Source: an optimization exercise on an open RTL-to-GDS flow (aim: small area). Production flows keep margins and buffers that such runs may drop. RTL that was checked went through simulation tests only; none was proved equivalent to the original. Power is estimated from default activity; no workload was simulated.

run 1:
==> flow/design.v <==
`default_nettype none
module scan_ctrl_top (
    input  wire         clk,
    input  wire         reset,
    input  wire         rx_valid_i,
    input  wire  [7:0]  rx_data_i,
    output logic        tx_valid_o,
    output logic [7:0]  tx_data_o,
    input  wire         tx_ready_i,
    output logic        crc_err_o,
    output logic [2:0]  start_o,
    output logic [15:0] nx_pix_o,
    output logic [15:0] ny_pix_o,
    output logic [31:0] pixel_time_o
);
    localparam int SB = 19;  
    function automatic logic [7:0] crc_step(input logic [7:0] crc, input logic [7:0] data);
        logic [7:0] c;
        c = crc ^ data;
        for (int i = 0; i < 8; i++) begin
            c = c[7] ? ((c << 1) ^ 8'h07) : (c << 1);
        end
        crc_step = c;
    endfunction
    logic [4:0] rx_pos;
    logic [7:0] rx_crc;
    logic [2:0] rx_code;    
    logic       cmd_valid;
    always_ff @(posedge clk) begin
        if (reset) begin
            rx_pos    <= 5'd0;
            cmd_valid <= 1'b0;
            crc_err_o <= 1'b0;
        end else begin
            cmd_valid <= 1'b0;
            crc_err_o <= 1'b0;
            if (rx_valid_i) begin
                if (rx_pos == 5'd0) begin
                    if (rx_data_i == 8'hA5) rx_pos <= 5'd1;
                end else if (rx_pos == 5'd28) begin
                    cmd_valid <= (rx_data_i == rx_crc);
                    crc_err_o <= (rx_data_i != rx_crc);
                    rx_pos    <= 5'd0;
                end else begin
                    rx_pos <= rx_pos + 5'd1;
                end
            end
        end
    end
    always_ff @(posedge clk) begin
        if (rx_pos == 5'd0) begin
            rx_crc <= 8'h00;
        end else if (rx_valid_i && rx_pos != 5'd28) begin
            rx_crc <= crc_step(rx_crc, rx_data_i);
        end
        if (rx_valid_i && rx_pos == 5'd1) begin
            rx_code <= (rx_data_i[7:3] == 5'd0) ? rx_data_i[2:0] : 3'd7;
        end
    end
    logic       req_q;
    logic [1:0] pbank;       
    logic [1:0] cnt;
    logic       accept, is_cfg;
    logic       ack;
    assign accept = cmd_valid && (start_o == 3'b000) && !req_q;
    assign is_cfg = !rx_code[2];
    always_ff @(posedge clk) begin
        if (reset) begin
            req_q   <= 1'b0;
            start_o <= 3'b000;
            cnt     <= 2'd0;
        end else begin
            if (accept && is_cfg) begin
                req_q <= 1'b1;
            end else if (ack) begin
                req_q <= 1'b0;
            end
            if (accept && rx_code[2] && rx_code != 3'd7) begin
                start_o <= {rx_code == 3'd6, rx_code == 3'd5, rx_code == 3'd4};
                cnt     <= 2'd3;
            end else if (cnt != 2'd0) begin
                cnt <= cnt - 2'd1;
            end else begin
                start_o <= 3'b000;
            end
        end
    end
    always_ff @(posedge clk) begin
        if (accept && is_cfg) pbank <= rx_code[1:0];
    end
    logic [1:0] s_ptr, t_ptr, p_ptr;
    assign p_ptr = 2'd3 - s_ptr - t_ptr;
    always_ff @(posedge clk) begin
        if (reset) begin
            s_ptr <= 2'd0;
            t_ptr <= 2'd2;
        end else if (accept && is_cfg) begin
            s_ptr <= p_ptr;
        end else if (ack) begin
            t_ptr <= p_ptr;
        end
    end
    logic [SB*8-1:0] slot [3];
    logic            rx_shift, tx_shift;
    logic [4:0]      tx_pos;
    assign rx_shift = rx_valid_i && rx_pos != 5'd0 && rx_pos <= 5'd20;
    always_ff @(posedge clk) begin
        for (int k = 0; k < 3; k++) begin
            if ((rx_shift && s_ptr == 2'(k)) || (tx_shift && t_ptr == 2'(k))) begin
                slot[k] <= {slot[k][(SB-1)*8-1:0], rx_data_i};
            end
        end
    end
    logic [SB*8-1:0] st;
    always_comb begin
        case (s_ptr)
            2'd0:    st = slot[0];
            2'd1:    st = slot[1];
            default: st = slot[2];
        endcase
    end
    always_ff @(posedge clk) begin
        if (reset) begin
            nx_pix_o     <= '0;
            ny_pix_o     <= '0;
            pixel_time_o <= '0;
        end else if (accept && rx_code == 3'd0) begin
            nx_pix_o     <= st[17*8 +: 16];
            ny_pix_o     <= st[15*8 +: 16];
            pixel_time_o <= st[3*8 +: 32];
        end
    end
    logic [1:0] tbank;
    logic [7:0] tx_crc;
    logic [7:0] top;
    logic       xfer;
    logic       in_data;
    logic [4:0] nbytes;
    assign tx_valid_o = (tx_pos != 5'd0);
    assign xfer       = tx_valid_o && tx_ready_i;
    assign ack        = (tx_pos == 5'd0) && req_q;
    assign in_data    = (tx_pos >= 5'd3) && (tx_pos <= 5'd28);
    assign tx_shift   = xfer && in_data;
    always_comb begin
        case (t_ptr)
            2'd0:    top = slot[0][(SB-1)*8 +: 8];
            2'd1:    top = slot[1][(SB-1)*8 +: 8];
            default: top = slot[2][(SB-1)*8 +: 8];
        endcase
    end
    always_comb begin
        case (tbank)
            2'd0:    nbytes = 5'd16;
            2'd1:    nbytes = 5'd18;
            2'd2:    nbytes = 5'd19;
            default: nbytes = 5'd13;
        endcase
    end
    always_comb begin
        if (tx_pos == 5'd1)      tx_data_o = 8'hA5;
        else if (tx_pos == 5'd2) tx_data_o = {6'd0, tbank};
        else if (tx_pos == 5'd29) tx_data_o = tx_crc;
        else if (tx_pos - 5'd3 < nbytes) tx_data_o = top;
        else                     tx_data_o = 8'hF0;
    end
    always_ff @(posedge clk) begin
        if (reset) begin
            tx_pos <= 5'd0;
        end else if (tx_pos == 5'd0) begin
            if (req_q) tx_pos <= 5'd1;
        end else if (xfer) begin
            tx_pos <= (tx_pos == 5'd29) ? 5'd0 : tx_pos + 5'd1;
        end
    end
    always_ff @(posedge clk) begin
        if (ack) tbank <= pbank;
        if (tx_pos == 5'd0) begin
            tx_crc <= 8'h00;
        end else if (xfer && tx_pos >= 5'd2 && tx_pos <= 5'd28) begin
            tx_crc <= crc_step(tx_crc, tx_data_o);
        end
    end
endmodule
`default_nettype wire
Settings: LEC_CHECK=0, CAP_MARGIN=20, CORE_MARGIN=2, CORE_UTILIZATION=40, CTS_BUF_LIST=sky130_fd_sc_hd__clkbuf_4, CTS_CLUSTER_SIZE=30, SLEW_MARGIN=20; clock period 6.0 ns.
run.sh (not shown) runs the stock make flow with config.mk's settings and CLKGATE_MAP_FILE= SYNTH_SCRIPT=/design/flow/synth_recipe.tcl, a recipe that flattens the netlist after the stock synthesis.
Setup changes, run 1 to run 2
--- a/flow/config.mk
+++ b/flow/config.mk
@@ -10,4 +10,2 @@
 export CORE_UTILIZATION = 40
-export CTS_BUF_LIST = sky130_fd_sc_hd__clkbuf_4
-export CTS_CLUSTER_SIZE = 30
 export SLEW_MARGIN = 20
Against run 1, routed wire length in run 2 came out better. Per the comparison of run 2 with run 1, first-iteration DRC count now sits at about the same level; final area now sits lower; total via count after detailed routing now sits lower. Global-route usage: run 1 and run 2 compared, lower one is run 2. Diff run 1 -> run 2: final total power moved down; clock input transition at the sequential cells of the worst setup and hold paths level. The setup slack of run 2 is larger than that of run 1. | count of clock-buffer cells in the layout | run 2 vs run 1 | 152 lower |. Min final critical path time including I/O delays and setup across run 1 and run 2: run 2.
Here is what was changed in the inputs of run 3 compared with run 2.
--- a/flow/config.mk
+++ b/flow/config.mk
@@ -7,2 +7,3 @@
 export LEC_CHECK = 0
+export ABC_AREA = 1
 export CAP_MARGIN = 20
@@ -10,2 +11,4 @@
 export CORE_UTILIZATION = 40
+export CTS_BUF_LIST = sky130_fd_sc_hd__clkbuf_8
+export CTS_CLUSTER_SIZE = 40
 export SLEW_MARGIN = 20
### Flow results
Of run 3 and run 2, the higher tightest slew margin relative to the limit belongs to run 3.
On register area, run 3 and run 2 are basically level.
On area added between synthesis and finish, run 3 tracks run 2 almost exactly.
[compare] base=run 2 new=run 3: routed via count up about 5%; fraction of power consumed by the clock network went down; cell area went down 380 um2; total core area moved down; summed instance area of the synthesized netlist shrank by 1.6%.

========
Another version of the RTL of scan_ctrl_top (not shown whole).
Size: roughly 560 flip-flops, ~89 I/O pins.
## scan_ctrl_top
module scan_ctrl_top (
    input  wire         clk,
    input  wire         reset,
    input  wire         rx_valid_i,
    input  wire  [7:0]  rx_data_i,
    output logic        tx_valid_o,
    output logic [7:0]  tx_data_o,
    input  wire         tx_ready_i,
    output logic        crc_err_o,
    output logic [2:0]  start_o,
    output logic [15:0] nx_pix_o,
    output logic [15:0] ny_pix_o,
    output logic [31:0] pixel_time_o
);
    localparam int SB = 19;  
    function automatic logic [7:0] crc_step(input logic [7:0] crc, input logic [7:0] data);
        logic [7:0] c;
        c = crc ^ data;
        for (int i = 0; i < 8; i++) begin
            c = c[7] ? ((c << 1) ^ 8'h07) : (c << 1);
        end
        crc_step = c;
    endfunction
    function automatic logic [7:0] crc_mat(input logic [7:0] x);
        crc_mat[0] = x[0] ^ x[6] ^ x[7];
        crc_mat[1] = x[0] ^ x[1] ^ x[6];
        crc_mat[2] = x[0] ^ x[1] ^ x[2] ^ x[6];
        crc_mat[3] = x[1] ^ x[2] ^ x[3] ^ x[7];
        crc_mat[4] = x[2] ^ x[3] ^ x[4];
        crc_mat[5] = x[3] ^ x[4] ^ x[5];
        crc_mat[6] = x[4] ^ x[5] ^ x[6];
        crc_mat[7] = x[5] ^ x[6] ^ x[7];
    endfunction
    logic [4:0] rx_pos;
  ...
Settings: LEC_CHECK=0, ABC_AREA=0, CAP_MARGIN=0, CORE_MARGIN=2, CORE_UTILIZATION=65, SLEW_MARGIN=0; clock period 6.0 ns.
standard.sh (not shown) runs the stock make flow with config.mk's settings and CLKGATE_MAP_FILE= SYNTH_SCRIPT=/design/flow/synth_recipe.tcl, a recipe that flattens the netlist after the stock synthesis.
==> flow/flow/run.sh <==
#!/bin/bash
set -euo pipefail
export BUFFER_PORTS_ARGS="-buffer_cell sky130_fd_sc_hd__buf_1"
export CTS_ARGS="-sink_clustering_enable -repair_clock_nets -dont_use_dummy_load -buf_list sky130_fd_sc_hd__clkbuf_8 -sink_clustering_size 18 -sink_clustering_max_diameter 60"
bash standard.sh > standard_make.log 2>&1
==> next run, changes <==
- CAP_MARGIN: 0 -> 20
- SLEW_MARGIN: 0 -> 20
Die area does not change.
Design area stays the same.
Area after synthesis stays the same.
Sequential power is about the same.
First-iteration DRC count is unchanged.
Clock-buffer cell count does not change.
Hold slack is unchanged.
Sequential share of layout area does not change.
Function was not checked in any run of this note: the RTL went through the layout flow alone.

========
the previous run:
Another version of the RTL of scan_ctrl_top (not shown whole).
Size in the first run: about 1,100 cells after synthesis, roughly 560 flip-flops, roughly 89 I/O pins.
Settings: LEC_CHECK=0, ABC_AREA=0, CAP_MARGIN=20, CORE_MARGIN=2, CORE_UTILIZATION=80, PLACE_DENSITY=0.85, SLEW_MARGIN=20; clock period 6.0 ns.
==> flow/flow/run.sh <==
#!/bin/bash
set -euo pipefail
export BUFFER_PORTS_ARGS="-buffer_cell sky130_fd_sc_hd__buf_1"
export CTS_ARGS="-sink_clustering_enable -repair_clock_nets -dont_use_dummy_load -buf_list sky130_fd_sc_hd__clkbuf_8 -sink_clustering_size 20 -sink_clustering_max_diameter 50"
bash standard.sh > standard_make.log 2>&1
Relative to the previous run, the following input files were edited for the current run:
==> flow/flow/run.sh <==
#!/bin/bash
set -euo pipefail
export BUFFER_PORTS_ARGS="-buffer_cell sky130_fd_sc_hd__buf_1"
export CTS_ARGS="-sink_clustering_enable -repair_clock_nets -dont_use_dummy_load -buf_list sky130_fd_sc_hd__clkbuf_8 -sink_clustering_size 18 -sink_clustering_max_diameter 60"
bash standard.sh > standard_make.log 2>&1
### Flow results
Compared with the previous run, in the current run via count of the first global-routing pass shows no meaningful change, largest net degree at the start of global routing shows no meaningful change, final worst setup slack shows an increase of 0.026 ns. Status: cell area parity (the current run, the previous run). Summary of the current run over the previous run: sequential share of layout area flat; global-route wire length before repair down 210 um; share of final layout cell area taken by non-clock buffers flat. Clock-pin transition on the worst setup and hold timing paths: the current run vs the previous run, no meaningful difference. As far as area added between synthesis and finish is concerned, the previous run and the current run perform about the same. The wire length of the current run and that of the previous run are within noise of each other.

========
scan_ctrl_top, a different RTL version from the one above (not shown whole).
For scale: ~1,400 cells after synthesis, roughly 89 I/O pins, roughly 0.020 mm2 of cells after synthesis.
Design scan_ctrl_top, start of the top module:
module scan_ctrl_top (
    input  wire         clk,
    input  wire         reset,
    input  wire         rx_valid_i,
    input  wire  [7:0]  rx_data_i,
    output logic        tx_valid_o,
    output logic [7:0]  tx_data_o,
    input  wire         tx_ready_i,
    output logic        crc_err_o,
    output logic [2:0]  start_o,
    output logic [15:0] nx_pix_o,
    output logic [15:0] ny_pix_o,
    output logic [31:0] pixel_time_o
);
clock: 6.0 ns
lec_check: 0
abc_area: 1
cap_margin: 20
core_margin: 2
core_utilization: 40
slew_margin: 20
==> flow/flow/run.sh <==
#!/bin/bash
set -euo pipefail
export BUFFER_PORTS_ARGS="-buffer_cell sky130_fd_sc_hd__buf_1"
export CTS_ARGS="-sink_clustering_enable -repair_clock_nets -dont_use_dummy_load -buf_list sky130_fd_sc_hd__clkbuf_8 -sink_clustering_size 12 -sink_clustering_max_diameter 300"
bash standard.sh > standard_make.log 2>&1
The first run completed without violations.
Next try:
--- a/flow/config.mk
+++ b/flow/config.mk
@@ -9,4 +9,4 @@
 export CAP_MARGIN = 20
 export CORE_MARGIN = 2
-export CORE_UTILIZATION = 40
+export CORE_UTILIZATION = 65
 export SLEW_MARGIN = 20
Outcome: Worst setup slack gets worse by 0.022 ns. Cell area drops slightly. Via count is about the same. Sequential share of layout area climbs by 1.2 points. Critical path depth climbs by 2.
Function was not checked in any run of this note: the RTL went through the layout flow alone.

afterwards: timing with drivers on the ports:
No port has a modelled driver above. Below, the same layouts with a new extraction and two added sets of constraints. Step 1: set_driving_cell puts a clkbuf_16 on clk and a buf_2 on each other input, an assumption about the parent block. Step 2, shift: input delay + t, output delay - t, t = (earliest + latest rising clock arrival at the registers) / 2. This alone moves slack from input paths to output paths. a / b / c = no drivers / after step 1 / after step 2; a / b = the first two.
run | t (ns) | setup WS [ns] | worst register clock-pin slew, ns
run 1 | 0.834 | 0.869 / 0.821 / 1.655 | 0.07 / 0.07
run 2 | 0.649 | 1.060 / 1.007 / 1.656 | 0.06 / 0.06
run 3 | 0.683 | 1.408 / 1.359 / 1.794 | 0.07 / 0.07
the first run of note 2 | 0.579 | 1.553 / 1.507 / 2.086 | 0.11 / 0.11
the second run of note 2 | 0.579 | 1.553 / 1.507 / 2.086 | 0.11 / 0.11
the previous run | 0.585 | 1.721 / 1.675 / 1.997 | 0.11 / 0.11
the current run | 0.597 | 1.747 / 1.700 / 2.000 | 0.11 / 0.11
the first run of note 4 | 0.657 | 1.775 / 1.725 / 2.382 | 0.10 / 0.10
the second run of note 4 | 0.601 | 1.752 / 1.701 / 2.302 | 0.09 / 0.09
After both steps every run listed still meets setup and hold.
